This design comes from an exercise in tuning for small area, a short achievable clock period and few clock cycles per item on the open sky130 flow, not from production work.
RTL that was checked went through simulation tests only; none was proved equivalent to the original.
For runs 1 to 4 and 7, only the layout was checked, not whether the RTL still works.
Power figures rest on the tool's default switching activity, not on a simulated workload.

**config.mk**
```make
export PLATFORM = sky130hd
export DESIGN_NAME = bst_engine_top
export DESIGN_NICKNAME = bst_engine_top
export VERILOG_FILES = /design/flow/design.v
export SDC_FILE = /design/flow/constraint.sdc
export NUM_CORES = 4
export LEC_CHECK = 0
export ABC_CLOCK_PERIOD_IN_PS = 1500
export CAP_MARGIN = 20
export CORE_MARGIN = 2
export CORE_UTILIZATION = 60
export SETUP_SLACK_MARGIN = 2.0
export SLEW_MARGIN = 20
```
**constraint.sdc**
```tcl
create_clock -name core_clock -period 4.0 [get_ports {aclk}]
set_input_delay 0.8000 -clock core_clock [delete_from_list [all_inputs] [get_ports {aclk}]]
set_output_delay 0.8000 -clock core_clock [all_outputs]
set_load 0.01 [all_outputs]
```
**design.v**
```verilog
package bst_pkg;
    localparam int TOKEN_WIDTH   = 8;
    localparam int PAYLOAD_WIDTH = 32;
    localparam int NODE_COUNT    = 16;
endpackage
`timescale 1ns/1ps
module bst_engine_top (
    input  logic              aclk,
    input  logic              aresetn,
    input  logic              req_valid,
    output logic              req_ready,
    input  logic [47:0]       req,
    output logic              cpl_valid,
    input  logic              cpl_ready,
    output logic [32:0]       cpl
);
    localparam int N  = bst_pkg::NODE_COUNT;
    localparam int TW = bst_pkg::TOKEN_WIDTH;
    localparam int PW = bst_pkg::PAYLOAD_WIDTH;
    logic [TW-1:0] tok [N];
    logic [PW-1:0] pay [N];
    logic [4:0]    wptr;     
    logic [4:0]    icnt;     
    logic          sk_v;
    logic [TW-1:0] sk_tok;
    logic          c_v;
    logic [PW:0]   c_q;
    logic          fire, ins_fire, srch_fire, full, any;
    logic [TW-1:0] ctok;
    logic [N-1:0]  match;
    logic          c_free, c_load;
    logic [PW-1:0] sel_pay;
    assign req_ready = !sk_v;
    assign cpl_valid = c_v;
    assign cpl       = c_q;
    assign fire      = req_valid && !sk_v;
    assign ins_fire  = fire && (req[47:40] == 8'd1);
    assign srch_fire = fire && (req[47:40] == 8'd2);
    assign full      = icnt[4];
    assign ctok = sk_v ? sk_tok : req[39:32];
    always_comb begin
        for (int i = 0; i < N; i++)
            match[i] = (wptr > 5'(i)) && (tok[i] == ctok);
    end
    assign any = |match;
    always_ff @(posedge aclk) begin
        for (int i = 0; i < N; i++) begin
            if (wptr == 5'(i)) begin
                tok[i] <= req[39:32];
                pay[i] <= req[31:0];
            end
        end
    end
    always_ff @(posedge aclk or negedge aresetn) begin
        if (!aresetn) begin
            wptr <= '0;
            icnt <= '0;
        end else if (ins_fire && !full) begin
            icnt <= icnt + 5'd1;
            if (!any) wptr <= wptr + 5'd1;
        end
    end
    assign c_free = !c_v || cpl_ready;
    assign c_load = c_free && (sk_v || srch_fire);
    always_comb begin
        sel_pay = '0;
        for (int i = 0; i < N; i++)
            sel_pay = sel_pay | (pay[i] & {PW{match[i]}});
    end
    always_ff @(posedge aclk or negedge aresetn) begin
        if (!aresetn) begin
            sk_v <= 1'b0;
            c_v  <= 1'b0;
        end else begin
            sk_v <= sk_v ? !c_free : (srch_fire && !c_free);
            c_v  <= c_load || (c_v && !cpl_ready);
        end
    end
    always_ff @(posedge aclk) begin
        if (!sk_v) sk_tok <= req[39:32];
        if (c_free) c_q <= {sel_pay, !any};
    end
endmodule
```
**run.sh**
```bash
#!/bin/bash
# synth_recipe.tcl (not shown) runs the flow's synth.tcl, then flattens the netlist and writes it again
# the make line also repeats each setting of config.mk as NAME=value (left out here)
make -C /OpenROAD-flow-scripts/flow DESIGN_CONFIG=/design/flow/config.mk WORK_HOME=/design/flow/orfs CLKGATE_MAP_FILE= SYNTH_SCRIPT=/design/flow/synth_recipe.tcl finish
```
==> results of run 1 <==
-- cells by family after synthesis --
logic type	after synthesis	synth area share, %
mux	11	0.838
simple gates	146	3.90
compound gates	272	8.78
buf+inv	76	1.70
fa+ha+maj	6	0.290
xor+xnor	132	4.50
flops	693	80.0
-- worst paths after layout --
kind                           end  slack, ns  cells past startpoint
setup / recovery           wptr[1]       0.97                     13
hold / removal             icnt[3]       0.47                      1
setup reg to reg           wptr[1]       0.97                     13
hold reg to reg            icnt[3]       0.47                      1
max in group asynchronous  wptr[2]       2.99                      1
min in group asynchronous  wptr[3]       0.58                      1
-- synthesized netlist by cell type, types with 8 or more instances --
cell / n
clkbuf_1: 21
edfxtp_1: 673
mux2i_4: 8
a22oi_1: 70
buf_4: 8
xor2_1: 93
nand4_1: 51
buf_2: 20
dfrtp_1: 12
nand2_1: 8
a221oi_1: 93
and3_1: 21
inv_1: 14
nand3_1: 8
xnor2_1: 38
dfxtp_1: 8
nor3_1: 9
a22o_1: 93
buf_6: 11
-- worst reg2reg max path, delay by kind of cell (launching register included) --
family,cells,cell delay [ns]
and+or+nand+nor,4,1.06
AOI/OAI and AO/OA,1,0.07
muxes,2,0.49
DFF,1,0.43
xor gates and xnor gates,1,0.14
buffers and inverters,5,0.72
-- power by group --
group | switching, mW | internal (mW) | total, mW
logic | 0.252 | 0.189 | 0.441
clock network | 2.67 | 3.94 | 6.62
registers | 0.0114 | 7.97 | 7.98
-- layout make-up --
cell class	instances	area, sq um	share of cell area, %
Antenna cell	3	7.51	0.0229
Clock buffer	92	1910	5.81
Clock inverter	31	402	1.22
Inverter	14	60.1	0.183
Multi-Input combinational cell	570	5440	16.6
Sequential cell	693	20700	63.0
Tap cell	546	683	2.08
Timing Repair Buffer	331	3650	11.1
-- registers in the layout, summed over array words and instances, names as in the netlist --
name / flops
c_v: 1
sk_v: 1
sk_tok: 8
c_q: 33
pay: 512
icnt: 5
tok: 128
wptr: 5
-- per-stage QoR --
step | hold slack, ns | utilization (%) | power, mW
6_report | 0.467 | 76.7 | 15.0
5_1_grt | 0.497 | 76.7 | 15.4
4_1_cts | 0.479 | 74.7 | 15.1
3_5_place_dp | 0.467 | 66.0 | 8.50
3_3_place_gp | 0.466 | 66.0 | 8.49
2_1_floorplan | 0.445 | - | 8.27
-- routing by layer --
metal	share of wire, %	wire (um)	GRT usage [%]
met1	40	29500	46.9
met2	47	34800	50.9
met3	10	7690	7.67
met4	3.4	2540	11.4
met5	0.015	11	0
-- timing repair --
item / CTS / global route
setup buffers: 92 / 59
gates cloned: 13 / 7
pin swaps: 33 / 29
setup endpoints to repair: 688 / 369
resized for setup: 242 / 57
==> impl_metrics.csv, run 1 <==
group,metric,value,unit
status,outcome,"finished clean",
global_routing,antenna_found_initial,3,
detailed_routing,vias_per_cell,6.62,
die,dieHeight,212,um
logic_synthesis,ys_seq_area_share,80.0,%
cts,numCtsBuffers,69,
pwr,powerDensity,458,nW/um^2
worst_setup_path,slowest_stage,"or4_4",
die,core_area,42800,sq um
detailed_routing,ant_nets,0,
cts,hold_buffers,0,
global_routing,grt_use_total,33.0,%
timing,final_max_slew_viol_count,0,
detailed_routing,dr.pass1.iters,5,
logic_synthesis,synth_nets,1394,
cts,cts_tree,"done",
global_routing,grt_pass1_vias,14400,
detailed_routing,wirelength,74600,um
worst_setup_path,critPathArrivalTime,3.50,ns
timing,report.final.setup_viol,0,
finish,syn2layout_area_growth,27.1,%
worst_setup_path,path_cells,"buf_6 > buf_16 > mux2i_4 > buf_6 > buf_6 > xor2_1 > nand4_1 > a2111oi_4 > buf_6 > or4_4 > nor2_4 > nand3_4 > mux2_4",
logic_synthesis,synth_area,25800,sq um
worst_setup_path,end_kind,"register",
timing,relSlewSlack,55.9,%
timing,fmax,330,MHz
finish,final_cell_count_no_fill,2280,
cts,h-tree-depth,3,
timing,fin_setup_tns,0,ns
worst_setup_path,crit_fanout,5,
worst_setup_path,cp_top_family,"simple AND/OR/NAND/NOR gates",
die,dieWidth,212,um
cts,cts.clk_slew.worst_paths,0.06,ns
detailed_routing,wl_per_cell,32.7,um
timing,hold_viol,0,
placement,place_area,28200,sq um
logic_synthesis,synthesis.area_per_instance,19.3,sq um
global_routing,grt-ovfl-total,0,
timing,rsz0062_at_grt,"true",
worst_setup_path,worstReg2RegStart,"sk_v",
timing,fin_crit_sh,75.7,%
timing,tightest_slew,0.659,ns
logic_synthesis,ys_warn_count,3,
flow_run,drv_cap,0,
cts,cts.sinks,693,
finish,final_common_cell,"edfxtp_1",
placement,numPortBuffers,86,
finish,n_fill_cell,2402,
logic_synthesis,synth_top_area_cell,"edfxtp_1",
logic_synthesis,syn_inst,1336,
min_path,min_path_type,"register to register",
min_path,holdCritStartpoint,"icnt[3]",
worst_setup_path,crit_top_cell,"buf_6",
timing,min_period,3.03,ns
logic_synthesis,synth_area_leaders,"edfxtp_1 78%, a221oi_1 3.2%, a22o_1 3.2%",
die,ios,87,
cts,insertion_delay,0.60,ns
worst_setup_path,critPathMaxStageDelay,0.50,ns
logic_synthesis,yosys_register_bits,693,
pwr,vdd_drop_max,0.419,mV
detailed_routing,drc,0,
timing,fin_skew,0.0203,ns
worst_setup_path,critPathKind,"register to register",
timing,setup_slack,0.973,ns
worst_setup_path,crit_buf_inv,5,
global_routing,grt_max_degree,41,
cts,cts_root_buf,"clkbuf_16",
placement,pre_cts_slack,0.259,ns
finish,nets,1737,
worst_setup_path,cp_data_required_time,4.47,ns
logic_synthesis,synth_edf_count,673,
pwr,leakage,11.2,nW
placement,place_inst,1983,
logic_synthesis,ys.flop_type,"edfxtp_1",
logic_synthesis,async_flop_share,1.73,%
worst_setup_path,startpoint,"sk_v",
global_routing,grt_pass1_wl,102000,um
finish,fin_area,32800,sq um
die,die_area,44700,sq um
finish,mostFrequentLayoutCells,"673 x edfxtp_1, 146 x buf_4, 93 x a22o_1",
placement,gp_congestion,0.789,
die,start_util,60.4,%
detailed_routing,drt_iter0_markers,1898,
detailed_routing,vias,15100,
die,rows,76,
placement,dpl.hpwl,34600,um
logic_synthesis,ys_types,54,
cts,clock_tree.buffer_depth,3,
worst_setup_path,cp-start-kind,"register",
finish,drive_gt1_share,29.2,%
logic_synthesis,synthDominantCellAreaShare,78.2,%
==> run 2, diff against run 1 <==
==> design.v (replaced) <==
package bst_pkg;
    localparam int TOKEN_WIDTH   = 8;
    localparam int PAYLOAD_WIDTH = 32;
    localparam int NODE_COUNT    = 16;
endpackage
`timescale 1ns/1ps
module bst_engine_top (
    input  logic              aclk,
    input  logic              aresetn,
    input  logic              req_valid,
    output logic              req_ready,
    input  logic [47:0]       req,
    output logic              cpl_valid,
    input  logic              cpl_ready,
    output logic [32:0]       cpl
);
    localparam int N  = bst_pkg::NODE_COUNT;
    localparam int TW = bst_pkg::TOKEN_WIDTH;
    localparam int PW = bst_pkg::PAYLOAD_WIDTH;
    logic [TW-1:0] tok [N];
    logic [PW-1:0] pay [N];
    logic [4:0]    wptr;
    logic          pend;     
    logic          pdup;     
    logic [4:0]    icnt;     
    logic [N-1:0]  mq0, mq1;
    logic          mq_wp, mq_rp;
    logic [1:0]    mq_cnt;
    logic          c_v;
    logic [PW:0]   c_q;
    logic          rdy;
    logic          fire, ins_fire, srch_fire, full, any, adv;
    logic [4:0]    weff;
    logic [N-1:0]  vld, match, head;
    logic          c_free, pop;
    logic [1:0]    cnt_nx;
    logic [PW-1:0] sel_pay;
    assign req_ready = rdy;
    assign cpl_valid = c_v;
    assign cpl       = c_q;
    assign fire      = req_valid && rdy;
    assign ins_fire  = fire && (req[47:40] == 8'd1);
    assign srch_fire = fire && (req[47:40] == 8'd2);
    assign full      = icnt[4];
    assign adv  = pend && !pdup;
    assign weff = wptr + {4'd0, adv};
    always_comb begin
        for (int i = 0; i < N; i++)
            vld[i] = (5'(i) < weff);
    end
    always_comb begin
        for (int i = 0; i < N; i++)
            match[i] = vld[i] && (tok[i] == req[39:32]);
    end
    assign any = |match;
    always_ff @(posedge aclk) begin
        for (int i = 0; i < N; i++) begin
            if (weff == 5'(i)) begin
                tok[i] <= req[39:32];
                pay[i] <= req[31:0];
            end
        end
    end
    always_ff @(posedge aclk or negedge aresetn) begin
        if (!aresetn) begin
            wptr <= '0;
            pend <= 1'b0;
            icnt <= '0;
        end else begin
            wptr <= weff;
            pend <= ins_fire && !full;
            if (ins_fire && !full) icnt <= icnt + 5'd1;
        end
    end
    always_ff @(posedge aclk) begin
        pdup <= any;
    end
    assign c_free = !c_v || cpl_ready;
    assign pop    = c_free && (mq_cnt != 2'd0);
    assign cnt_nx = mq_cnt + {1'b0, srch_fire} - {1'b0, pop};
    assign head   = mq_rp ? mq1 : mq0;
    always_ff @(posedge aclk) begin
        if (mq_cnt != 2'd2) begin
            if (!mq_wp) mq0 <= match;
            else        mq1 <= match;
        end
    end
    always_ff @(posedge aclk or negedge aresetn) begin
        if (!aresetn) begin
            mq_wp  <= 1'b0;
            mq_rp  <= 1'b0;
            mq_cnt <= 2'd0;
            c_v    <= 1'b0;
            rdy    <= 1'b1;
        end else begin
            if (srch_fire) mq_wp <= !mq_wp;
            if (pop)       mq_rp <= !mq_rp;
            mq_cnt <= cnt_nx;
            c_v    <= pop || (c_v && !cpl_ready);
            rdy    <= (cnt_nx != 2'd2);
        end
    end
    always_comb begin
        sel_pay = '0;
        for (int i = 0; i < N; i++)
            sel_pay = sel_pay | (pay[i] & {PW{head[i]}});
    end
    always_ff @(posedge aclk) begin
        if (c_free) c_q <= {sel_pay, ~|head};
    end
endmodule
==> run 2 against run 1 <==
Net effect:
- maximum frequency rose by 9.8%
- cell count rose by 12%
- count of clock-buffer cells in the layout fell by 9
- register-to-register slack improved by 0.27 ns
- global-route usage rose by 12 points
- setup slack improved by 0.27 ns
- largest power group unchanged
==> impl_metrics.csv, run 2 <==
group,metric,value,unit
worst_setup_path,path_cells,"nor2_1 > nand2_2 > and2_4 > buf_6 > buf_4 > and3_4 > nor4_1 > nand4_1",
die,rows,77,
detailed_routing,ant_nets,0,
worst_setup_path,reg2reg_to,"pdup",
finish,nets,1954,
global_routing,grt_pass1_vias,17700,
detailed_routing,wirelength,121000,um
die,start_util,61.2,%
logic_synthesis,synth_area,27200,sq um
logic_synthesis,synth_area_leaders,"edfxtp_1 78%, a22o_1 4.1%, a221oi_1 3.4%",
pwr,leakage,13.3,nW
finish,final_cell_count_no_fill,2550,
worst_setup_path,cp-start-kind,"register",
cts,cts.clk_slew.worst_paths,0.07,ns
worst_setup_path,r2r_slack,1.24,ns
cts,h-tree-depth,3,
logic_synthesis,synth_top_area_cell,"edfxtp_1",
global_routing,grt_use_total,44.6,%
detailed_routing,dr.pass1.iters,7,
flow_run,drv_cap,0,
die,dieHeight,217,um
timing,rsz0062_at_grt,"true",
timing,fmax,363,MHz
worst_setup_path,crit_fanout,12,
finish,syn2layout_area_growth,42.3,%
timing,setup_slack,1.24,ns
pwr,vdd_drop_max,0.434,mV
timing,final_max_slew_viol_count,0,
logic_synthesis,syn_inst,1403,
global_routing,grt_pass1_wl,141000,um
placement,place_inst,2058,
detailed_routing,drt_iter0_markers,3577,
worst_setup_path,startpoint,"wptr[2]",
min_path,whs_path_depth,1,
logic_synthesis,synth_edf_count,705,
finish,largest_register_ffs,512,
timing,min_period,2.76,ns
worst_setup_path,cp_data_required_time,4.46,ns
die,ios,87,
timing,fin_crit_sh,68.9,%
pwr,powerDensity,603,nW/um^2
worst_setup_path,slowest_stage,"dfrtp_1",
pwr,power,23.3,mW
global_routing,grt_max_degree,41,
worst_setup_path,critPathKind,"register to register",
worst_setup_path,critPathMaxStageDelay,0.62,ns
timing,report.final.setup_viol,0,
detailed_routing,vias,20000,
logic_synthesis,synthDominantCellAreaShare,77.9,%
min_path,min_to,"icnt[3]",
min_path,min_path_type,"register to register",
logic_synthesis,synth_nets,1460,
timing,fin_setup_tns,0,ns
global_routing,antenna_found_initial,6,
cts,numCtsBuffers,72,
finish,utilization,87.0,%
logic_synthesis,async_flop_share,2.35,%
logic_synthesis,yosys_register_bits,723,
logic_synthesis,yosysMostFrequentCell,"edfxtp_1",
cts,cts_root_buf,"clkbuf_16",
detailed_routing,drc,0,
worst_setup_path,worstReg2RegStart,"wptr[2]",
detailed_routing,vias_per_cell,7.84,
cts,cts_tree,"done",
placement,numPortBuffers,86,
die,core_area,44400,sq um
placement,dpl.hpwl,34000,um
detailed_routing,wl_per_cell,47.4,um
cts,insertion_delay,0.66,ns
timing,hold_viol,0,
die,dieWidth,217,um
finish,mostFrequentLayoutCells,"705 x edfxtp_1, 125 x a22o_1, 113 x a221oi_2",
logic_synthesis,ys_warn_count,3,
cts,cts.sinks,723,
worst_setup_path,critPathArrivalTime,3.21,ns
timing,relSlewSlack,44.9,%
finish,final_common_cell,"edfxtp_1",
logic_synthesis,ys_seq_area_share,79.6,%
cts,clock_tree.buffer_depth,3,
logic_synthesis,synthTopCellsByCount,"705 x edfxtp_1, 128 x a22o_1, 105 x a221oi_1, 71 x xnor2_1, 68 x xor2_1",
finish,n_fill_cell,1617,
finish,drive_gt1_share,40.8,%
worst_setup_path,end_kind,"register",
min_path,holdCritStartpoint,"icnt[3]",
timing,fin_skew,0.0463,ns
global_routing,grt-ovfl-total,0,
status,outcome,"finished clean",
finish,largest_register,"pay",
logic_synthesis,synthesis.area_per_instance,19.4,sq um
timing,tightest_slew,0.824,ns
worst_setup_path,reg2regPathDepth,8,
logic_synthesis,ys.flop_type,"edfxtp_1",
placement,gp_congestion,0.811,
logic_synthesis,ys_types,57,
die,die_area,47000,sq um
finish,largestRegisters,"pay: 512 flops, tok: 128 flops, c_q: 33 flops",
placement,pre_cts_slack,0.632,ns
-- run 2: power by group --
part / internal [mW] / leakage (nW) / switching (mW)
clock: 3.63 / 1.10 / 3.12
sequential: 8.62 / 6.62 / 0.384
combinational: 3.19 / 5.55 / 4.36
-- run 2: cell type report --
cell class	count	area (sq um)	area share, %
multi-input cells	639	7300	18.9
clock inverters	48	368	0.952
well taps	592	741	1.92
inverters	5	27.5	0.0712
repair buffers	456	6720	17.4
flip-flops and latches	723	21600	55.9
diodes	4	10.0	0.0259
clock buffers	83	1860	4.82
-- run 2: critical path, delay by kind of cell (launching register included) --
| family | cells | cell delay (ns) |
|---|---|---|
| AND/OR/NAND/NOR | 6 | 1.71 |
| flip-flops | 1 | 0.62 |
| buffers and inverters | 2 | 0.28 |
-- run 2: logic make-up (layout without fill, tap and decap cells) --
| group | Yosys count | after routing | share of synthesized area [%] |
|---|---|---|---|
| buf+inv | 78 | 592 | 1.83 |
| simple gates | 151 | 151 | 3.24 |
| compound gates | 288 | 288 | 9.71 |
| xor+xnor | 140 | 140 | 4.54 |
| other cells | 0 | 4 | 0 |
| mux | 18 | 55 | 0.866 |
| flops | 723 | 723 | 79.6 |
| fa+ha+maj | 5 | 5 | 0.230 |
-- run 2: timing repair --
item,in CTS,in global routing
gates resized for setup,530,142
pin swaps,88,75
hold buffers,0,0
setup endpoints to repair,747,721
cloned,95,26
buffers inserted,189,47
-- run 2: per-layer routing --
layer	GRT usage (%)	part of all wire (%)	wire [um]	vias to the layer above
li1	-	-	-	6918
met1	55.7	30	36600	9771
met2	65.3	42	50300	2462
met3	16.4	17	21100	850
met4	31.1	11	12700	2
met5	0	0.066	80	-
-- run 2: worst max-delay path by stage --
stage,cells after the start,endpoint
after floorplan,6,pay[6][0]
after global placement,8,pdup
after detailed placement,7,pdup
after CTS,12,pay[7][12]
after global routing,8,pdup
final,8,pdup
-- run 2: metrics by stage --
step | hold slack (ns) | instance area, sq um
6_report | 0.539 | 38700
5_1_grt | 0.550 | 38700
4_1_cts | 0.488 | 36900
3_5_place_dp | 0.471 | 29000
3_3_place_gp | 0.461 | 29000
2_1_floorplan | 0.438 | 27400
==> run 3, diff against run 2 <==
--- a/design.v
+++ b/design.v
@@ -21,3 +21,3 @@
     logic [PW-1:0] pay [N];
-    logic [4:0]    wptr;
+    logic [N-1:0]  used;     
     logic          pend;     
@@ -25,4 +25,3 @@
     logic [4:0]    icnt;     
-    logic [N-1:0]  mq0, mq1;
-    logic          mq_wp, mq_rp;
+    logic [N-1:0]  mq0, mq1;     
     logic [1:0]    mq_cnt;
@@ -32,4 +31,3 @@
     logic          fire, ins_fire, srch_fire, full, any, adv;
-    logic [4:0]    weff;
-    logic [N-1:0]  vld, match, head;
+    logic [N-1:0]  vld, wsel, match;
     logic          c_free, pop;
@@ -44,7 +42,10 @@
     assign full      = icnt[4];
-    assign adv  = pend && !pdup;
-    assign weff = wptr + {4'd0, adv};
+    assign adv = pend && !pdup;
     always_comb begin
-        for (int i = 0; i < N; i++)
-            vld[i] = (5'(i) < weff);
+        vld[0]  = used[0] || adv;
+        wsel[0] = !vld[0];
+        for (int i = 1; i < N; i++) begin
+            vld[i]  = used[i] || (adv && used[i-1]);
+            wsel[i] = vld[i-1] && !vld[i];
+        end
     end
@@ -57,3 +58,3 @@
         for (int i = 0; i < N; i++) begin
-            if (weff == 5'(i)) begin
+            if (wsel[i]) begin
                 tok[i] <= req[39:32];
@@ -65,3 +66,3 @@
         if (!aresetn) begin
-            wptr <= '0;
+            used <= '0;
             pend <= 1'b0;
@@ -69,3 +70,3 @@
         end else begin
-            wptr <= weff;
+            used <= vld;
             pend <= ins_fire && !full;
@@ -80,8 +81,5 @@
     assign cnt_nx = mq_cnt + {1'b0, srch_fire} - {1'b0, pop};
-    assign head   = mq_rp ? mq1 : mq0;
     always_ff @(posedge aclk) begin
-        if (mq_cnt != 2'd2) begin
-            if (!mq_wp) mq0 <= match;
-            else        mq1 <= match;
-        end
+        if (mq_cnt == 2'd0 || pop) mq0 <= mq_cnt[1] ? mq1 : match;
+        if (mq_cnt == 2'd1)        mq1 <= match;
     end
@@ -89,4 +87,2 @@
         if (!aresetn) begin
-            mq_wp  <= 1'b0;
-            mq_rp  <= 1'b0;
             mq_cnt <= 2'd0;
@@ -95,4 +91,2 @@
         end else begin
-            if (srch_fire) mq_wp <= !mq_wp;
-            if (pop)       mq_rp <= !mq_rp;
             mq_cnt <= cnt_nx;
@@ -105,6 +99,6 @@
         for (int i = 0; i < N; i++)
-            sel_pay = sel_pay | (pay[i] & {PW{head[i]}});
+            sel_pay = sel_pay | (pay[i] & {PW{mq0[i]}});
     end
     always_ff @(posedge aclk) begin
-        if (c_free) c_q <= {sel_pay, ~|head};
+        if (c_free) c_q <= {sel_pay, ~|mq0};
     end
==> flow/run.sh (new file) <==
#!/bin/bash
# The standard layout, with faster port buffers.
set -euo pipefail
bash standard.sh "BUFFER_PORTS_ARGS=-buffer_cell sky130_fd_sc_hd__buf_4" finish > standard.log 2>&1
==> standard.sh (new file) <==
#!/bin/bash
# synth_recipe.tcl (not shown) runs the flow's synth.tcl, then flattens the netlist and writes it again
# the make line also repeats each setting of config.mk as NAME=value (left out here)
make -C /OpenROAD-flow-scripts/flow DESIGN_CONFIG=/design/flow/config.mk WORK_HOME=/design/flow/orfs CLKGATE_MAP_FILE= SYNTH_SCRIPT=/design/flow/synth_recipe.tcl "${@:-finish}"
--- a/config.mk
+++ b/config.mk
@@ -11,3 +11,3 @@
 export CORE_UTILIZATION = 60
-export SETUP_SLACK_MARGIN = 2.0
+export SETUP_SLACK_MARGIN = 1.8
 export SLEW_MARGIN = 20
removed: run.sh
==> run 3 against run 2 <==
Net effect:
- still clean on timing, DRC and antenna
- setup slack better by 0.53 ns
- non-clock buffer count down 306
- design area down 20%
- clock skew down 0.017 ns
- sequential power up 1%
- combinational power down 55%
- maximum frequency up 24%
- critical path depth down 2
- global-route usage down 16 points
- total power down 18%
- critical endpoint is now pay[4][16]
- largest cell class unchanged
==> impl_metrics.csv, run 3 <==
group,metric,value,unit
status,outcome,"finished clean",
detailed_routing,drc,0,
pwr,power.switching,5.18,mW
timing,fin_crit_sh,55.6,%
global_routing,grt_pass1_wl,92900,um
worst_setup_path,crit_fanout,29,
pwr,power_frac_comb,17.8,%
logic_synthesis,synth_area,26700,sq um
global_routing,grt_pass1_vias,13700,
timing,relSlewSlack,48.8,%
cts,cts_root_buf,"clkbuf_16",
global_routing,grt_max_degree,41,
logic_synthesis,syn_inst,1379,
cts,cts_tree,"done",
cts,insertion_delay,0.60,ns
flow_run,drv_cap,0,
timing,min_period,2.22,ns
die,die_area,46200,sq um
placement,numPortBuffers,86,
worst_setup_path,critPathKind,"register to register",
pwr,clkPwrFrac,34.4,%
detailed_routing,ant_nets,0,
timing,hold_viol,0,
placement,pre_cts_slack,1.18,ns
logic_synthesis,ys_warn_count,3,
logic_synthesis,synthDominantCellAreaShare,79.3,%
detailed_routing,dr.pass1.iters,5,
logic_synthesis,synthTopCellsByCount,"705 x edfxtp_1, 128 x a221oi_1, 128 x a22o_1, 123 x xnor2_1",
placement,dpl.hpwl,32000,um
finish,largest_register,"pay",
logic_synthesis,synth_top_area_cell,"edfxtp_1",
finish,nets,1578,
finish,largest_register_ffs,512,
timing,setup_slack,1.78,ns
logic_synthesis,yosys_register_bits,732,
logic_synthesis,yosysMostFrequentCell,"edfxtp_1",
logic_synthesis,async_flop_share,3.55,%
timing,rsz0062_at_grt,"true",
min_path,min_path_type,"input pin to async pin",
logic_synthesis,synthesis.area_per_instance,19.4,sq um
detailed_routing,wl_per_cell,29.5,um
finish,largestRegisters,"pay: 512 flops, tok: 128 flops, c_q: 33 flops",
die,dieHeight,215,um
logic_synthesis,ys.flop_type,"edfxtp_1",
timing,holdWs,0.120,ns
finish,n_fill_cell,2836,
pwr,vdd_drop_max,0.457,mV
cts,cts.sinks,732,
timing,report.final.setup_viol,0,
placement,gp_congestion,0.768,
worst_setup_path,critPathArrivalTime,2.48,ns
finish,mostFrequentLayoutCells,"705 x edfxtp_1, 132 x buf_4, 128 x a22o_1, 128 x a221oi_1, 122 x xnor2_1",
detailed_routing,drt_iter0_markers,1423,
timing,fin_setup_tns,0,ns
die,ios,87,
die,start_util,60.7,%
logic_synthesis,synth_edf_count,705,
timing,tightest_slew,0.767,ns
finish,drive_gt1_share,19.2,%
cts,numCtsBuffers,73,
worst_setup_path,end_kind,"register",
pwr,internal_power,13.9,mW
pwr,switching_share,27.2,%
cts,cts.clk_slew.worst_paths,0.06,ns
global_routing,grt-ovfl-total,0,
detailed_routing,vias,13900,
detailed_routing,vias_per_cell,6.40,
logic_synthesis,ys_seq_area_share,81.8,%
timing,fin_skew,0.0295,ns
pwr,seq_power_share,47.8,%
global_routing,grt_use_total,28.1,%
die,core_area,44000,sq um
finish,syn2layout_area_growth,15.7,%
die,rows,77,
finish,final_common_cell,"edfxtp_1",
logic_synthesis,synth_nets,1434,
detailed_routing,wirelength,64000,um
pwr,powerDensity,617,nW/um^2
die,dieWidth,215,um
timing,final_max_slew_viol_count,0,
logic_synthesis,synth_area_leaders,"edfxtp_1 79%, a221oi_1 4.2%, a22o_1 4.2%",
worst_setup_path,cp-start-kind,"register",
logic_synthesis,ys_types,34,
global_routing,antenna_found_initial,1,
timing,fmax,450,MHz
finish,antenna_cells,0,
cts,clock_tree.buffer_depth,3,
worst_setup_path,cp_data_required_time,4.25,ns
cts,h-tree-depth,3,
pwr,leakage,10.1,nW
-- run 3: changes by cell type after synthesis, moves of 12 or more --
| cell | previous run | this run |
|---|---|---|
| a221oi_1 | 105 | 128 |
| a221oi_2 | 24 | 0 |
| buf_6 | 18 | 1 |
| clkbuf_1 | 21 | 63 |
| inv_1 | 5 | 17 |
| nor4_1 | 23 | 10 |
| xnor2_1 | 71 | 123 |
| xor2_1 | 68 | 9 |
-- run 3: logic make-up (layout without fill, tap and decap cells) --
| group | Yosys count | after routing | share of synthesized area [%] |
|---|---|---|---|
| adder cells (fa/ha/maj) | 3 | 3 | 0.141 |
| XOR/XNOR | 133 | 133 | 4.39 |
| flip-flops | 732 | 732 | 81.8 |
| AO/OA/AOI/OAI | 273 | 273 | 8.74 |
| multiplexers | 17 | 17 | 0.717 |
| buffers and inverters | 100 | 295 | 1.55 |
| AND/OR/NAND/NOR | 121 | 123 | 2.67 |
-- run 3: worst paths after layout --
| check | startpoint | to | slack (ns) | cells past startpoint |
|---|---|---|---|---|
| setup / recovery | pend | pay[4][16] | 1.78 | 6 |
| hold / removal | aresetn | c_v | 0.12 | 1 |
| setup reg to reg | pend | pay[4][16] | 1.78 | 6 |
| hold reg to reg | icnt[4] | icnt[4] | 0.48 | 1 |
| max in group asynchronous | aresetn | rdy | 3.55 | 1 |
| min in group core_clock | icnt[4] | icnt[4] | 0.48 | 1 |
-- run 3: power groups by stage --
| stage | clock (mW) | combinational [mW] | sequential [mW] |
|---|---|---|---|
| final | 6.55 | 3.39 | 9.11 |
| after global placement | 0 | 3.08 | 9.41 |
| after floorplan | 0 | 1.97 | 9.06 |
| after global routing | 6.93 | 3.59 | 9.14 |
| after CTS | 6.63 | 3.27 | 9.19 |
| after detailed placement | 0 | 3.11 | 9.42 |
-- run 3: metrics by stage --
step,util (%),power [mW],area [sq um],cells
after global routing,70.2,19.7,30900,2168
after floorplan,-,11.0,26900,1379
final,70.2,19.1,30900,2168
after detailed placement,64.3,12.5,28300,2015
after CTS,69.9,19.1,30800,2159
after global placement,64.3,12.5,28300,2014
-- run 3: area by class of cell --
cell class | instances | area (sq um) | area share [%]
multi-input combinational | 549 | 4650 | 15.1
timing repair buffer | 150 | 1320 | 4.26
sequential | 732 | 21800 | 70.7
clock inverter | 40 | 348 | 1.13
tap | 592 | 741 | 2.40
inverter | 17 | 63.8 | 0.207
clock buffer | 88 | 1930 | 6.23
-- run 3: per-layer routing --
metal  vias up  part of all wire (%)  global-route usage [%]
met5         -                 0.012                       0
met4         2                   2.1                    7.66
met3        90                   7.4                    4.77
met2       555                    48                    44.4
met1      7253                    43                    41.3
li1       5973                     -                       -
-- run 3: worst max-delay path, cell delays in order, from the launching register on --
cell	delay, ns
dfrtp_1	0.36
nor2b_1	0.12
buf_4	0.21
a21oi_2	0.53
inv_1	0.19
nor2_4	0.16
buf_12	0.29
-- run 3: what timing repair did --
action                                  4_1_cts  5_1_grt
buffers inserted                             14        9
hold buffers                                  0        0
endpoints found under the hold margin         0        0
endpoints found under the setup margin      407      266
gates resized for setup                      16        7
pin swaps                                     6        2
cloned                                        2        0
==> run 4, diff against run 3 <==
==> run.sh (new file) <==
#!/bin/bash
# synth_recipe.tcl (not shown) runs the flow's synth.tcl, then flattens the netlist and writes it again
# the make line also repeats each setting of config.mk as NAME=value (left out here)
make -C /OpenROAD-flow-scripts/flow DESIGN_CONFIG=/design/flow/config.mk WORK_HOME=/design/flow/orfs CLKGATE_MAP_FILE= SYNTH_SCRIPT=/design/flow/synth_recipe.tcl finish
removed: flow/run.sh
removed: standard.sh
==> run 4 against run 3 <==
Net effect:
- global-route usage is essentially flat
- still clean on timing, DRC and antenna
- first-iteration DRC count is 17% higher
- core utilization rose by 0.71 points
- via count rose by 1.6%
- count of clock-buffer cells in the layout increased by 18
- critical path depth is 2 lower
- setup slack better by 0.038 ns
==> impl_metrics.csv, run 4 <==
group,metric,value,unit
status,outcome,"finished clean",
pwr,leakage,10.1,nW
logic_synthesis,synth_top_family_by_area,"compound AO/OA/AOI/OAI gates",
finish,largest_register_ffs,512,
cts,cts_root_buf,"clkbuf_16",
worst_setup_path,slowest_stage,"edfxtp_1",
finish,largest_register,"pay",
logic_synthesis,synth_compound_area_share,8.74,%
worst_setup_path,critPathMaxStageDelay,0.71,ns
die,dieWidth,215,um
detailed_routing,wirelength,64200,um
flow_run,drv_cap,0,
cts,clock_tree.buffer_depth,3,
logic_synthesis,syn_inst,1379,
worst_setup_path,crit_end,"c_q[11]",
timing,final_max_slew_viol_count,0,
die,rows,77,
finish,final_common_cell,"edfxtp_1",
worst_setup_path,reg2reg_to,"c_q[11]",
worst_setup_path,cp-start-kind,"register",
die,ios,87,
logic_synthesis,ys_seq_area_share,81.8,%
timing,setup_slack,1.81,ns
worst_setup_path,path_depth,4,
finish,n_fill_cell,2799,
worst_setup_path,startpoint,"mq0[4]",
worst_setup_path,end_kind,"register",
worst_setup_path,crit_buf_inv,1,
die,dieHeight,215,um
logic_synthesis,synth_edf_count,705,
timing,tightest_slew,0.893,ns
worst_setup_path,worstReg2RegStart,"mq0[4]",
finish,nets,1590,
timing,min_period,2.19,ns
logic_synthesis,synthTopCellsByCount,"705 x edfxtp_1, 128 x a221oi_1, 128 x a22o_1, 123 x xnor2_1",
logic_synthesis,yosysMostFrequentCell,"edfxtp_1",
worst_setup_path,cp_top_family,"flip-flops",
placement,gp_congestion,0.754,
logic_synthesis,synthDominantCellAreaShare,79.3,%
logic_synthesis,synth_nets,1434,
timing,fmax,458,MHz
finish,utilization,70.9,%
timing,fin_crit_sh,54.6,%
global_routing,grt_max_degree,41,
logic_synthesis,ys_types,34,
die,start_util,60.7,%
placement,dpl.hpwl,32400,um
worst_setup_path,path_cells,"buf_4 > a22o_1 > a221oi_1 > nand4_1",
timing,fin_setup_tns,0,ns
logic_synthesis,ys.flop_type,"edfxtp_1",
logic_synthesis,yosys.area_share.simple,2.67,%
cts,cts.clk_slew.worst_paths,0.06,ns
detailed_routing,drc,0,
worst_setup_path,r2r_slack,1.81,ns
die,core_area,44000,sq um
detailed_routing,ant_nets,0,
timing,relSlewSlack,40.5,%
logic_synthesis,synth.mux.area_fraction,0.717,%
timing,fin_skew,0.0182,ns
worst_setup_path,critPathArrivalTime,2.46,ns
detailed_routing,wl_per_cell,29.4,um
cts,cts_tree,"done",
cts,hold_buffers,0,
logic_synthesis,yosys_register_bits,732,
logic_synthesis,synthesis.area_per_instance,19.4,sq um
logic_synthesis,synth_top_area_cell,"edfxtp_1",
logic_synthesis,synth-xor-area-share,4.39,%
finish,largestRegisters,"pay: 512 flops, tok: 128 flops, c_q: 33 flops",
timing,rsz0062_at_grt,"true",
global_routing,antenna_found_initial,2,
finish,syn2layout_area_growth,16.8,%
pwr,powerDensity,604,nW/um^2
placement,numPortBuffers,86,
cts,h-tree-depth,3,
detailed_routing,dr.pass1.iters,7,
logic_synthesis,async_flop_share,3.55,%
min_path,min_path_type,"register to register",
global_routing,grt_pass1_vias,14100,
logic_synthesis,ys_warn_count,3,
cts,insertion_delay,0.60,ns
cts,cts.sinks,732,
logic_synthesis,synth_area,26700,sq um
timing,report.final.setup_viol,0,
global_routing,grt_use_total,28.1,%
detailed_routing,vias_per_cell,6.45,
worst_setup_path,critPathKind,"register to register",
worst_setup_path,crit_fanout,22,
detailed_routing,drt_iter0_markers,1664,
detailed_routing,vias,14100,
finish,mostFrequentLayoutCells,"705 x edfxtp_1, 128 x a22o_1, 128 x a221oi_1",
finish,drive_gt1_share,14.6,%
global_routing,grt_pass1_wl,93200,um
pwr,vdd_drop_max,0.416,mV
cts,numCtsBuffers,74,
die,die_area,46200,sq um
logic_synthesis,synth_adder_area_share,0.141,%
timing,hold_viol,0,
worst_setup_path,reg2regPathDepth,4,
worst_setup_path,cp_data_required_time,4.28,ns
global_routing,grt-ovfl-total,0,
placement,pre_cts_slack,0.891,ns
logic_synthesis,synth_area_leaders,"edfxtp_1 79%, a221oi_1 4.2%, a22o_1 4.2%",
min_path,holdCritStartpoint,"icnt[4]",
==> run 4: cell counts after synthesis <==
Identical to the previous run, type by type.
==> run 4: area by class of cell <==
cell class | count | area, sq um | share of cell area (%)
Tap cell | 592 | 741 | 2.37
Inverter | 17 | 63.8 | 0.204
Multi-Input combinational cell | 547 | 4690 | 15.0
Clock inverter | 26 | 165 | 0.529
Sequential cell | 732 | 21800 | 70.0
Timing Repair Buffer | 163 | 1610 | 5.17
Clock buffer | 106 | 2080 | 6.66
Antenna cell | 2 | 5.00 | 0.0160
==> run 4: worst min-delay path by stage <==
stage,to,slack (ns),cells past startpoint
2_1_floorplan,icnt[4],0.44,1
3_3_place_gp,icnt[4],0.46,1
3_5_place_dp,icnt[4],0.47,1
4_1_cts,icnt[4],0.48,1
5_1_grt,icnt[3],0.51,1
6_report,icnt[4],0.48,1
==> run 4: logic make-up (layout without fill, tap and decap cells) <==
group | after synthesis | count (layout)
DFF | 732 | 732
AOI/OAI and AO/OA | 273 | 273
xor gates and xnor gates | 133 | 133
and+or+nand+nor | 121 | 121
buffers and inverters | 100 | 312
muxes | 17 | 17
adders and majority gates | 3 | 3
other | 0 | 2
==> run 4: metal layers <==
layer / GRT usage (%) / share of wire, % / vias to the layer above
met5: 0 / 0 / -
met4: 7.13 / 1.7 / 0
met3: 4.84 / 8.3 / 86
met2: 44.3 / 49 / 672
met1: 41.6 / 41 / 7316
li1: - / - / 6019
==> run 4: where the power goes <==
group	leakage (nW)	internal, mW	switching [mW]	total (mW)
Combinational	2.26	1.24	2.10	3.34
Sequential	6.76	8.79	0.308	9.09
Clock	1.09	3.73	2.69	6.42
==> run 4: through the flow <==
step	area (sq um)	hold WS, ns	total power [mW]	instances
after floorplan	26900	0.438	11.0	1379
after global placement	28700	0.464	12.5	2028
final	31200	0.475	18.9	2185
after CTS	31000	0.482	18.8	2170
after global routing	31200	0.505	19.4	2185
after detailed placement	28700	0.471	12.5	2028
==> run 4: what timing repair did <==
action                                  4_1_cts  5_1_grt
endpoints found under the setup margin      539      309
pin swaps                                    10       10
buffers inserted                             10       11
gates cloned                                  0        1
resized for setup                            59       24
endpoints found under the hold margin         0        0
==> run 5, diff against run 4 <==
==> design.v (replaced) <==
package bst_pkg;
    localparam int TOKEN_WIDTH   = 8;
    localparam int PAYLOAD_WIDTH = 32;
    localparam int NODE_COUNT    = 16;
endpackage
`timescale 1ns/1ps
module bst_engine_top (
    input  logic              aclk,
    input  logic              aresetn,
    input  logic              req_valid,
    output logic              req_ready,
    input  logic [47:0]       req,
    output logic              cpl_valid,
    input  logic              cpl_ready,
    output logic [32:0]       cpl
);
    localparam int N  = bst_pkg::NODE_COUNT;
    localparam int TW = bst_pkg::TOKEN_WIDTH;
    localparam int PW = bst_pkg::PAYLOAD_WIDTH;
    logic [TW-1:0] tok [N];
    logic [PW-1:0] pay [N];
    logic [N-1:0]  dead;     
    logic [N-1:0]  used;     
    logic [N-1:0]  mq0, mq1;     
    logic [1:0]    mq_cnt;
    logic          c_v;
    logic [PW:0]   c_q;
    logic          n_rdy;
    logic          fire, ins_fire, srch_fire, any;
    logic [N-1:0]  wsel, match;
    logic          c_free, pop;
    logic [PW-1:0] sel_pay;
    assign req_ready = !n_rdy;
    assign cpl_valid = c_v;
    assign cpl       = c_q;
    assign fire      = req_valid && !n_rdy;
    assign ins_fire  = fire && (req[47:40] == 8'd1);
    assign srch_fire = fire && (req[47:40] == 8'd2);
    always_comb begin
        for (int i = 0; i < N; i++)
            match[i] = used[i] && !dead[i] && (tok[i] == req[39:32]);
    end
    assign any = |match;
    always_comb begin
        wsel[0] = !used[0];
        for (int i = 1; i < N; i++)
            wsel[i] = used[i-1] && !used[i];
    end
    always_ff @(posedge aclk) begin
        for (int i = 0; i < N; i++) begin
            if (wsel[i]) begin
                tok[i]  <= req[39:32];
                pay[i]  <= req[31:0];
                dead[i] <= any;
            end
        end
    end
    always_ff @(posedge aclk or negedge aresetn) begin
        if (!aresetn) begin
            used <= '0;
        end else if (ins_fire) begin
            used <= {used[N-2:0], 1'b1};
        end
    end
    assign c_free = !c_v || cpl_ready;
    assign pop    = c_free && (mq_cnt != 2'd0);
    always_ff @(posedge aclk) begin
        if (mq_cnt == 2'd0 || pop) mq0 <= mq_cnt[1] ? mq1 : match;
        if (mq_cnt == 2'd1)        mq1 <= match;
    end
    always_ff @(posedge aclk or negedge aresetn) begin
        if (!aresetn) begin
            mq_cnt <= 2'd0;
            c_v    <= 1'b0;
            n_rdy  <= 1'b0;
        end else begin
            case (mq_cnt)
                2'd0:    mq_cnt <= srch_fire ? 2'd1 : 2'd0;
                2'd1:    mq_cnt <= (srch_fire == pop) ? 2'd1 : (srch_fire ? 2'd2 : 2'd0);
                default: mq_cnt <= pop ? 2'd1 : 2'd2;
            endcase
            n_rdy  <= (mq_cnt[1] && !pop) || (mq_cnt == 2'd1 && srch_fire && !pop);
            c_v    <= pop || (c_v && !cpl_ready);
        end
    end
    always_comb begin
        sel_pay = '0;
        for (int i = 0; i < N; i++)
            sel_pay = sel_pay | (pay[i] & {PW{mq0[i]}});
    end
    always_ff @(posedge aclk) begin
        if (c_free) c_q <= {sel_pay, ~|mq0};
    end
endmodule
==> flow/run.sh (new file) <==
#!/bin/bash
# The standard layout, with faster port buffers.
set -euo pipefail
bash standard.sh "BUFFER_PORTS_ARGS=-buffer_cell sky130_fd_sc_hd__buf_4" finish > standard.log 2>&1
==> standard.sh (new file) <==
#!/bin/bash
# synth_recipe.tcl (not shown) runs the flow's synth.tcl, then flattens the netlist and writes it again
# the make line also repeats each setting of config.mk as NAME=value (left out here)
make -C /OpenROAD-flow-scripts/flow DESIGN_CONFIG=/design/flow/config.mk WORK_HOME=/design/flow/orfs CLKGATE_MAP_FILE= SYNTH_SCRIPT=/design/flow/synth_recipe.tcl "${@:-finish}"
--- a/config.mk
+++ b/config.mk
@@ -11,3 +11,3 @@
 export CORE_UTILIZATION = 60
-export SETUP_SLACK_MARGIN = 1.8
+export SETUP_SLACK_MARGIN = 1.9
 export SLEW_MARGIN = 20
removed: run.sh
==> run 5 against run 4 <==
Net effect:
- via count up 2.7%
- highest routed layer is now met5
- register-to-register slack improved by 0.12 ns
- critical path depth rose by 4
- sequential power fell by 4.4%
- non-clock buffer count grew 9
- still clean on timing, DRC and antenna
- worst hold slack worse by 0.40 ns
- count of clock-buffer cells in the layout down 4
- global-route usage rose by 1.2 points
- die area increased by 1.7%
- critical path type is now input pin to register
- cell count is 1.1% higher
- combinational power decreased by 85%
- synthesized cell count increased by 0.87%
==> impl_metrics.csv, run 5 <==
group,metric,value,unit
status,outcome,"finished clean",
die,start_util,61.2,%
logic_synthesis,synth.mux.area_fraction,0.912,%
finish,largest_register,"pay",
logic_synthesis,ys_warn_count,3,
cts,cts_tree,"done",
pwr,power.switching,3.11,mW
finish,n_fill_cell,2780,
timing,setup_slack,1.91,ns
timing,rsz0062_at_grt,"true",
finish,drive_gt1_share,19.2,%
pwr,powerDensity,499,nW/um^2
logic_synthesis,async_flop_share,2.70,%
logic_synthesis,ys.flop_type,"edfxtp_1",
placement,pre_cts_slack,0.926,ns
logic_synthesis,synth-xor-area-share,4.13,%
detailed_routing,dr.pass1.iters,6,
finish,final_common_cell,"edfxtp_1",
timing,min_period,2.09,ns
pwr,internal_power,12.6,mW
pwr,vdd_drop_max,0.389,mV
cts,numCtsBuffers,73,
cts,clock_tree.buffer_depth,3,
cts,h-tree-depth,3,
placement,place_inst,2036,
logic_synthesis,synthTopCellsByCount,"721 x edfxtp_1, 129 x a22o_1, 128 x a221oi_1, 104 x xor2_1, 65 x clkbuf_1",
die,ios,87,
timing,fin_skew,0.0183,ns
logic_synthesis,synth_nets,1444,
finish,mostFrequentLayoutCells,"721 x edfxtp_1, 153 x buf_4, 129 x a22o_1",
logic_synthesis,synth_compound_area_share,8.53,%
placement,numPortBuffers,86,
timing,tightest_slew,1.13,ns
timing,relSlewSlack,24.2,%
die,dieWidth,217,um
die,core_area,44400,sq um
finish,largestRegisters,"pay: 512 flops, tok: 128 flops, c_q: 33 flops",
detailed_routing,wirelength,67700,um
logic_synthesis,yosys.area_share.simple,3.21,%
pwr,seq_power_share,55.2,%
cts,cts_root_buf,"clkbuf_16",
global_routing,grt_max_degree,44,
worst_setup_path,end_kind,"register",
placement,dpl.hpwl,34900,um
global_routing,grt-ovfl-total,0,
logic_synthesis,synth_top_family_by_area,"compound AO/OA/AOI/OAI gates",
global_routing,antenna_found_initial,3,
die,die_area,47000,sq um
pwr,switching_share,19.8,%
detailed_routing,vias,14500,
min_path,min_path_type,"input pin to async pin",
logic_synthesis,ys_types,33,
logic_synthesis,synth_area,27200,sq um
finish,nets,1611,
timing,fmax,479,MHz
worst_setup_path,r2r_slack,1.93,ns
worst_setup_path,reg2regPathDepth,2,
finish,antenna_cells,0,
finish,largest_register_ffs,512,
placement,place_area,28700,sq um
timing,hold_viol,0,
pwr,power_frac_comb,3.2,%
logic_synthesis,synth_area_leaders,"edfxtp_1 80%, a22o_1 4.2%, a221oi_1 4.1%",
detailed_routing,vias_per_cell,6.55,
detailed_routing,ant_nets,0,
logic_synthesis,synth_adder_area_share,0.0461,%
worst_setup_path,worstReg2RegStart,"used[2]",
finish,fin_area,31500,sq um
logic_synthesis,ys_seq_area_share,81.5,%
detailed_routing,drc,0,
cts,cts.clk_slew.worst_paths,0.06,ns
logic_synthesis,synth_edf_count,721,
worst_setup_path,critPathKind,"input pin to register",
finish,final_cell_count_no_fill,2208,
worst_setup_path,cp_data_required_time,4.45,ns
pwr,leakage,10.7,nW
finish,syn2layout_area_growth,16.1,%
global_routing,grt_use_total,29.3,%
worst_setup_path,critPathArrivalTime,2.54,ns
timing,fin_crit_sh,52.2,%
logic_synthesis,syn_inst,1391,
global_routing,grt_pass1_vias,14300,
timing,report.final.setup_viol,0,
timing,holdWs,0.0793,ns
die,dieHeight,217,um
logic_synthesis,yosysMostFrequentCell,"edfxtp_1",
logic_synthesis,synthDominantCellAreaShare,79.7,%
detailed_routing,wl_per_cell,30.6,um
cts,cts.sinks,741,
timing,final_max_slew_viol_count,0,
cts,hold_buffers,0,
die,rows,77,
cts,insertion_delay,0.60,ns
timing,fin_setup_tns,0,ns
logic_synthesis,synthesis.area_per_instance,19.5,sq um
pwr,clkPwrFrac,41.6,%
worst_setup_path,reg2reg_to,"pay[3][25]",
worst_setup_path,cp-start-kind,"input pin",
logic_synthesis,synth_top_area_cell,"edfxtp_1",
placement,gp_congestion,0.775,
detailed_routing,drt_iter0_markers,1626,
flow_run,drv_cap,0,
global_routing,grt_pass1_wl,97400,um
logic_synthesis,yosys_register_bits,741,
worst_setup_path,crit_fanout,32,
==> run 5: how the worst max path moves through the flow <==
stage	startpoint	to	slack [ns]	cells past startpoint
floorplan	cpl_ready	mq_cnt[0]	1.77	6
detailed placement	req[38]	dead[15]	0.93	7
global route	req[39]	dead[6]	1.86	8
CTS	used[4]	pay[5][0]	1.87	2
finish	req[37]	dead[6]	1.91	8
global placement	req[38]	dead[6]	0.92	7
==> run 5: kinds of logic (layout without fill, tap and decap cells) <==
family | Yosys count | in the layout
XOR/XNOR | 128 | 128
adder cells (fa/ha/maj) | 1 | 1
AND/OR/NAND/NOR | 135 | 138
multiplexers | 22 | 22
AO/OA/AOI/OAI | 270 | 270
buffers and inverters | 94 | 316
flip-flops | 741 | 741
==> run 5: power groups by stage <==
stage	Combinational (mW)	Clock, mW	Sequential (mW)
global placement	0.476	0	8.85
CTS	0.496	6.64	8.69
detailed placement	0.485	0	8.86
floorplan	0.182	0	8.87
finish	0.499	6.54	8.69
global route	0.537	6.95	8.70
==> run 5: per-layer routing <==
layer | GRT usage, % | part of all wire (%) | vias up
met5 | 0 | 0.043 | -
met2 | 47.2 | 49 | 727
met4 | 9.04 | 2.4 | 4
met1 | 41.7 | 40 | 7523
met3 | 5.27 | 8.5 | 112
li1 | - | - | 6102
==> run 5: stage by stage <==
| stage | power [mW] | utilization (%) |
|---|---|---|
| after floorplan | 9.06 | - |
| after global placement | 9.33 | 64.7 |
| after detailed placement | 9.34 | 64.7 |
| after CTS | 15.8 | 70.5 |
| after global routing | 16.2 | 71.0 |
| final | 15.7 | 71.0 |
==> run 5: critical path, cell delays in order <==
cell	delay, ns
buf_8	0.16
xor2_1	0.19
nor4_1	0.63
nand3_1	0.26
nand4_1	0.16
nor2_1	0.06
nand3_2	0.10
buf_4	0.15
==> run 5: cell type report <==
type / count / area (sq um) / share of cell area, %
clock buffer: 102 / 2030 / 6.44
clock inverter: 31 / 240 / 0.762
inverter: 11 / 48.8 / 0.155
multi-input combinational: 559 / 4870 / 15.4
sequential: 741 / 22200 / 70.2
tap: 592 / 741 / 2.35
timing repair buffer: 172 / 1460 / 4.63
==> run 5: repair_timing <==
| item | in CTS | in global routing |
|---|---|---|
| resized for setup | 12 | 22 |
| gates cloned | 2 | 1 |
| pin swaps | 2 | 7 |
| endpoints found under the setup margin | 156 | 121 |
| setup buffers | 25 | 11 |
Testbench counts of run 5, summed over its fixed seeds: cycles 12,672, items 12,288.
==> run 6, diff against run 5 <==
--- a/config.mk
+++ b/config.mk
@@ -11,2 +11,4 @@
 export CORE_UTILIZATION = 60
+export CTS_CLUSTER_DIAMETER = 150
+export CTS_CLUSTER_SIZE = 25
 export SETUP_SLACK_MARGIN = 1.9
==> run 6 against run 5 <==
Net effect:
- still clean
- wire length fell by 1.6%
- design area decreased by 4.3%
- sequential share of layout area increased by 3.1 points
- first-iteration DRC count down 2.6%
- cell count down 4.1%
- clock power shrank about 40%
- combinational power about the same
- critical path type unchanged
- critical endpoint unchanged
==> impl_metrics.csv, run 6 <==
group,metric,value,unit
timing,hold_viol,0,
cts,clock_tree.buffer_depth,3,
detailed_routing,drt_iter0_markers,1584,
pwr,power_frac_comb,3.8,%
worst_setup_path,cp_data_required_time,4.43,ns
worst_setup_path,crit_fanout,32,
pwr,power,13.1,mW
timing,holdWs,0.0923,ns
status,outcome,"finished clean",
global_routing,grt_max_degree,44,
detailed_routing,vias,14100,
logic_synthesis,synth_edf_count,721,
logic_synthesis,ys_warn_count,3,
placement,gp_congestion,0.775,
logic_synthesis,synthDominantCellAreaShare,79.7,%
timing,setup_slack,1.91,ns
finish,final_cell_count_no_fill,2118,
cts,insertion_delay,0.58,ns
die,ios,87,
die,rows,77,
placement,dpl.hpwl,34900,um
pwr,internal_power,10.5,mW
die,dieWidth,217,um
finish,mostFrequentLayoutCells,"721 x edfxtp_1, 154 x buf_4, 129 x a22o_1",
logic_synthesis,synthesis.area_per_instance,19.5,sq um
pwr,clkPwrFrac,30.0,%
logic_synthesis,synth_area_leaders,"edfxtp_1 80%, a22o_1 4.2%, a221oi_1 4.1%",
finish,fin_area,30200,sq um
pwr,powerDensity,434,nW/um^2
logic_synthesis,synth_nets,1444,
timing,fmax,479,MHz
pwr,vdd_drop_max,0.399,mV
logic_synthesis,synthTopCellsByCount,"721 x edfxtp_1, 129 x a22o_1, 128 x a221oi_1, 104 x xor2_1, 65 x clkbuf_1",
timing,fin_crit_sh,52.2,%
finish,utilization,68.0,%
global_routing,grt_use_total,28.6,%
die,core_area,44400,sq um
cts,cts_tree,"done",
cts,numCtsBuffers,35,
logic_synthesis,synth_top_area_cell,"edfxtp_1",
detailed_routing,dr.pass1.iters,5,
worst_setup_path,critPathKind,"input pin to register",
worst_setup_path,critPathArrivalTime,2.51,ns
die,start_util,61.2,%
cts,cts.clk_slew.worst_paths,0.09,ns
placement,place_inst,2036,
pwr,switching_share,19.9,%
die,dieHeight,217,um
global_routing,grt-ovfl-total,0,
detailed_routing,vias_per_cell,6.64,
finish,largest_register_ffs,512,
placement,place_area,28700,sq um
logic_synthesis,yosys_register_bits,741,
timing,fin_skew,0.0213,ns
finish,syn2layout_area_growth,11.2,%
timing,rsz0062_at_grt,"true",
timing,min_period,2.09,ns
worst_setup_path,worstReg2RegStart,"used[11]",
logic_synthesis,yosysMostFrequentCell,"edfxtp_1",
finish,antenna_cells,0,
worst_setup_path,startpoint,"req[38]",
detailed_routing,drc,0,
pwr,power.switching,2.61,mW
flow_run,drv_cap,0,
logic_synthesis,syn_inst,1391,
logic_synthesis,ys_types,33,
min_path,min_path_type,"input pin to async pin",
detailed_routing,ant_nets,0,
placement,pre_cts_slack,0.926,ns
finish,final_common_cell,"edfxtp_1",
logic_synthesis,ys.flop_type,"edfxtp_1",
logic_synthesis,ys_seq_area_share,81.5,%
finish,drive_gt1_share,16.6,%
finish,largestRegisters,"pay: 512 flops, tok: 128 flops, c_q: 33 flops",
global_routing,grt_pass1_wl,95200,um
cts,cts_root_buf,"clkbuf_16",
die,die_area,47000,sq um
timing,report.final.setup_viol,0,
worst_setup_path,end_kind,"register",
detailed_routing,wl_per_cell,31.4,um
timing,relSlewSlack,32.0,%
pwr,leakage,10.1,nW
cts,cts.sinks,741,
global_routing,grt_pass1_vias,13800,
cts,h-tree-depth,2,
detailed_routing,wirelength,66600,um
pwr,seq_power_share,66.2,%
timing,tightest_slew,1.02,ns
timing,fin_setup_tns,0,ns
logic_synthesis,synth_area,27200,sq um
global_routing,antenna_found_initial,3,
finish,nets,1573,
logic_synthesis,async_flop_share,2.70,%
timing,final_max_slew_viol_count,0,
finish,largest_register,"pay",
worst_setup_path,cp-start-kind,"input pin",
placement,numPortBuffers,86,
-- run 6: cells by family after synthesis --
kind of cell    synth area share, %
xor+xnor                       4.13
mux                           0.912
compound gates                 8.53
buf+inv                        1.63
flops                          81.5
simple gates                   3.21
fa+ha+maj                    0.0461
-- run 6: final cells by class --
type	instances	area [sq um]
multi-input cells	559	4850
fillers	2903	14200
inverters	11	48.8
clock buffers	42	945
repair buffers	172	1450
well taps	592	741
flip-flops and latches	741	22200
clock inverters	1	11.3
-- run 6: timing repair --
item | CTS | global route
pin swaps | 3 | 6
setup endpoints to repair | 158 | 121
gates cloned | 2 | 1
gates resized for setup | 14 | 17
hold buffers | 0 | 0
setup buffers | 23 | 13
-- run 6: path summary, 6_finish.rpt --
kind	to	slack, ns	cells past startpoint
setup / recovery	dead[6]	1.91	8
hold / removal	mq_cnt[1]	0.09	1
setup reg to reg	pay[12][10]	1.97	2
hold reg to reg	mq0[9]	0.55	1
max in group asynchronous	used[6]	3.68	1
min in group core_clock	pay[7][11]	0.52	1
-- run 6: worst max-delay path: stages --
cell and delay [ns]:
buf_8 0.17, xor2_1 0.19, nor4_1 0.27, nand4_1 0.27, nor4b_4 0.40, nor4_1 0.12
nand3_2 0.11, buf_4 0.15
-- run 6: routing by layer --
layer | share of wire [%] | vias up | global-route usage (%)
li1 | - | 5947 | -
met1 | 41 | 7361 | 40.2
met2 | 48 | 632 | 46.0
met3 | 7.9 | 123 | 5.46
met4 | 3.1 | 4 | 8.95
met5 | 0.041 | - | 0
-- run 6: power by group through the flow --
stage	Sequential [mW]	Clock [mW]	Combinational, mW
after floorplan	8.87	0	0.182
after global placement	8.85	0	0.476
after detailed placement	8.86	0	0.485
after CTS	8.68	3.98	0.496
after global routing	8.69	4.24	0.537
final	8.68	3.93	0.500
==> run 7, diff against run 6 <==
--- a/design.v
+++ b/design.v
@@ -23,4 +23,7 @@
     logic [N-1:0]  used;     
+    logic          p_ins;    
+    logic          p_dup;    
     logic [N-1:0]  mq0, mq1;     
     logic [1:0]    mq_cnt;
+    logic [N-1:0]  cm;           
     logic          c_v;
@@ -29,3 +32,3 @@
     logic          fire, ins_fire, srch_fire, any;
-    logic [N-1:0]  wsel, match;
+    logic [N-1:0]  wsel, newest, live, match, cm_nx;
     logic          c_free, pop;
@@ -39,11 +42,13 @@
     always_comb begin
+        for (int i = 0; i < N; i++) begin
+            wsel[i]   = ((i == 0) ? 1'b1 : used[i-1]) && !used[i];
+            newest[i] = used[i] && ((i == N-1) ? 1'b1 : !used[i+1]);
+            live[i]   = used[i] && ((p_ins && newest[i]) ? !p_dup : !dead[i]);
+        end
+    end
+    always_comb begin
         for (int i = 0; i < N; i++)
-            match[i] = used[i] && !dead[i] && (tok[i] == req[39:32]);
+            match[i] = live[i] && (tok[i] == req[39:32]);
     end
     assign any = |match;
-    always_comb begin
-        wsel[0] = !used[0];
-        for (int i = 1; i < N; i++)
-            wsel[i] = used[i-1] && !used[i];
-    end
     always_ff @(posedge aclk) begin
@@ -51,7 +56,10 @@
             if (wsel[i]) begin
-                tok[i]  <= req[39:32];
-                pay[i]  <= req[31:0];
-                dead[i] <= any;
+                tok[i] <= req[39:32];
+                pay[i] <= req[31:0];
             end
+            if (p_ins && newest[i]) dead[i] <= p_dup;
         end
+    end
+    always_ff @(posedge aclk) begin
+        p_dup <= any;
     end
@@ -59,5 +67,7 @@
         if (!aresetn) begin
-            used <= '0;
-        end else if (ins_fire) begin
-            used <= {used[N-2:0], 1'b1};
+            used  <= '0;
+            p_ins <= 1'b0;
+        end else begin
+            if (ins_fire) used <= {used[N-2:0], 1'b1};
+            p_ins <= ins_fire && !used[N-1];
         end
@@ -85,2 +95,3 @@
     end
+    assign cm_nx = pop ? mq0 : cm;
     always_comb begin
@@ -88,6 +99,7 @@
         for (int i = 0; i < N; i++)
-            sel_pay = sel_pay | (pay[i] & {PW{mq0[i]}});
+            sel_pay = sel_pay | (pay[i] & {PW{cm_nx[i]}});
     end
     always_ff @(posedge aclk) begin
-        if (c_free) c_q <= {sel_pay, ~|mq0};
+        cm  <= cm_nx;
+        c_q <= {sel_pay, ~|cm_nx};
     end
--- a/config.mk
+++ b/config.mk
@@ -7,3 +7,3 @@
 export LEC_CHECK = 0
-export ABC_CLOCK_PERIOD_IN_PS = 1500
+export ABC_CLOCK_PERIOD_IN_PS = 1000
 export CAP_MARGIN = 20
@@ -13,3 +13,3 @@
 export CTS_CLUSTER_SIZE = 25
-export SETUP_SLACK_MARGIN = 1.9
+export SETUP_SLACK_MARGIN = 2.0
 export SLEW_MARGIN = 20
==> run 7 against run 6 <==
Net effect:
- synthesized cell count grew 28%
- register-to-register slack lost 0.45 ns
- critical endpoint is now c_q[13]
- highest routed layer unchanged
- worst hold slack lost 0.020 ns
==> impl_metrics.csv, run 7 <==
group,metric,value,unit
finish,drive_gt1_share,32.2,%
timing,fin_setup_tns,0,ns
cts,cts.clk_slew.worst_paths,0.11,ns
detailed_routing,drc,0,
placement,place_area,32100,sq um
worst_setup_path,critPathArrivalTime,2.94,ns
die,die_area,51400,sq um
die,rows,81,
worst_setup_path,reg2regPathDepth,7,
logic_synthesis,synthDominantCellAreaShare,69.4,%
worst_setup_path,reg2reg_to,"c_q[13]",
die,dieWidth,227,um
logic_synthesis,synth_top_area_cell,"edfxtp_1",
logic_synthesis,yosysMostFrequentCell,"edfxtp_1",
logic_synthesis,synth_area,29800,sq um
logic_synthesis,synth_edf_count,688,
worst_setup_path,cp_top_family,"compound AO/OA/AOI/OAI gates",
placement,gp_congestion,0.808,
logic_synthesis,ys_types,40,
global_routing,grt_pass1_vias,18300,
timing,fin_crit_sh,61.9,%
worst_setup_path,end_kind,"register",
die,dieHeight,227,um
timing,hold_viol,0,
global_routing,grt_pass1_wl,135000,um
global_routing,grt_max_degree,43,
pwr,leakage,12.5,nW
finish,syn2layout_area_growth,25.7,%
finish,mostFrequentLayoutCells,"688 x edfxtp_1, 304 x a21boi_0, 228 x buf_4",
logic_synthesis,async_flop_share,2.77,%
timing,report.final.setup_viol,0,
status,outcome,"finished clean",
finish,nets,2126,
logic_synthesis,ys_seq_area_share,74.5,%
logic_synthesis,ys_warn_count,3,
detailed_routing,wl_per_cell,36.0,um
logic_synthesis,synth_nets,1827,
logic_synthesis,syn_inst,1774,
detailed_routing,dr.pass1.iters,7,
finish,largestRegisters,"pay: 512 flops, tok: 128 flops, c_q: 33 flops",
worst_setup_path,slowest_stage,"a2111oi_2",
pwr,powerDensity,367,nW/um^2
worst_setup_path,worstReg2RegStart,"mq_cnt[0]",
finish,largest_register_ffs,512,
die,ios,87,
worst_setup_path,path_cells,"buf_12 > or2_4 > nand3_2 > buf_12 > a21boi_0 > a2111oi_2 > nand4_1",
timing,fmax,404,MHz
global_routing,antenna_found_initial,7,
timing,min_period,2.48,ns
worst_setup_path,critPathMaxStageDelay,0.54,ns
timing,final_max_slew_viol_count,0,
placement,numPortBuffers,86,
worst_setup_path,crit_fanout,17,
finish,utilization,76.4,%
timing,fin_skew,0.0237,ns
logic_synthesis,synthesis.area_per_instance,16.8,sq um
detailed_routing,vias,19200,
worst_setup_path,critPathKind,"register to register",
timing,tightest_slew,1.05,ns
finish,fin_area,37400,sq um
logic_synthesis,ys.flop_type,"edfxtp_1",
timing,rsz0062_at_grt,"true",
placement,dpl.hpwl,47100,um
timing,holdWs,0.0720,ns
detailed_routing,vias_per_cell,6.95,
worst_setup_path,crit_buf_inv,2,
detailed_routing,ant_nets,0,
cts,insertion_delay,0.61,ns
cts,h-tree-depth,2,
logic_synthesis,yosys_register_bits,759,
cts,cts.sinks,759,
cts,cts_tree,"done",
worst_setup_path,cp_data_required_time,4.46,ns
logic_synthesis,synth_area_leaders,"edfxtp_1 69%, a21boi_0 9.5%, a2111oi_0 3.8%",
logic_synthesis,synthTopCellsByCount,"688 x edfxtp_1, 376 x a21boi_0, 128 x a2111oi_0, 128 x xnor2_1",
worst_setup_path,cp-start-kind,"register",
worst_setup_path,crit_end,"c_q[13]",
finish,largest_register,"pay",
global_routing,grt_use_total,38.2,%
die,start_util,60.8,%
cts,clock_tree.buffer_depth,3,
cts,numCtsBuffers,36,
worst_setup_path,r2r_slack,1.52,ns
worst_setup_path,crit_top_cell,"buf_12",
finish,final_common_cell,"edfxtp_1",
detailed_routing,wirelength,99600,um
die,core_area,49000,sq um
flow_run,drv_cap,0,
pwr,vdd_drop_max,0.466,mV
timing,relSlewSlack,30.2,%
min_path,min_path_type,"input pin to async pin",
global_routing,grt-ovfl-total,0,
worst_setup_path,path_depth,7,
cts,cts_root_buf,"clkbuf_16",
worst_setup_path,startpoint,"mq_cnt[0]",
detailed_routing,drt_iter0_markers,2530,
[run 7: metrics by stage]
stage | cells | worst slack (ns) | power (mW)
detailed placement | 2493 | 0.603 | 9.43
CTS | 2718 | 1.87 | 13.6
global route | 2765 | 1.52 | 14.0
floorplan | 1774 | 1.80 | 9.18
finish | 2766 | 1.52 | 13.7
global placement | 2493 | 0.679 | 9.41
[run 7: per-layer routing]
layer / global-route usage (%) / share of wire, % / vias to the layer above / routed length, um
li1: - / - / 7651 / -
met1: 53.5 / 38 / 9755 / 37500
met2: 55.7 / 44 / 1454 / 43900
met3: 10.3 / 13 / 353 / 12700
met4: 19.0 / 5.4 / 10 / 5410
met5: 0 / 0.065 / - / 65
[run 7: cell type report]
type | instances | area, sq um
fillers | 2749 | 11500
well taps | 664 | 831
diodes | 1 | 2.50
clock buffers | 63 | 1020
clock inverters | 3 | 33.8
inverters | 2 | 7.51
repair buffers | 340 | 3710
multi-input cells | 934 | 9620
flip-flops and latches | 759 | 22200
[run 7: kinds of logic after synthesis]
kind of cell | count (synthesis) | share of synthesized area [%]
buffers and inverters | 108 | 1.77
adder cells (fa/ha/maj) | 1 | 0.0420
AND/OR/NAND/NOR | 199 | 4.15
XOR/XNOR | 128 | 3.76
flip-flops | 759 | 74.5
AO/OA/AOI/OAI | 530 | 13.9
multiplexers | 49 | 1.85
[run 7: report_power, final]
| part | switching (mW) | total (mW) | internal, mW |
|---|---|---|---|
| clock network | 2.48 | 4.27 | 1.79 |
| logic | 0.423 | 0.686 | 0.264 |
| registers | 0.0442 | 8.77 | 8.73 |
[run 7: worst reg2reg max path, stage by stage, from the launching register on]
cell and delay (ns):
dfrtp_2 0.48, buf_12 0.15, or2_4 0.31, nand3_2 0.20
buf_12 0.22, a21boi_0 0.22, a2111oi_2 0.54, nand4_1 0.20
[run 7: timing repair]
action | in CTS | in global routing
hold buffers | 0 | 0
resized for setup | 362 | 109
endpoints found under the setup margin | 259 | 84
gates cloned | 35 | 3
pin swaps | 94 | 59
setup buffers | 124 | 44
[run 7: worst min path at each step]
| stage | from | endpoint | slack, ns | cells after the start |
|---|---|---|---|---|
| 2_1_floorplan | pay[4][10] | c_q[11] | 0.45 | 2 |
| 3_3_place_gp | pay[4][14] | c_q[15] | 0.46 | 2 |
| 3_5_place_dp | pay[4][10] | c_q[11] | 0.47 | 2 |
| 4_1_cts | aresetn | used[12] | 0.07 | 1 |
| 5_1_grt | aresetn | mq_cnt[0] | 0.08 | 1 |
| 6_report | aresetn | mq_cnt[0] | 0.07 | 1 |
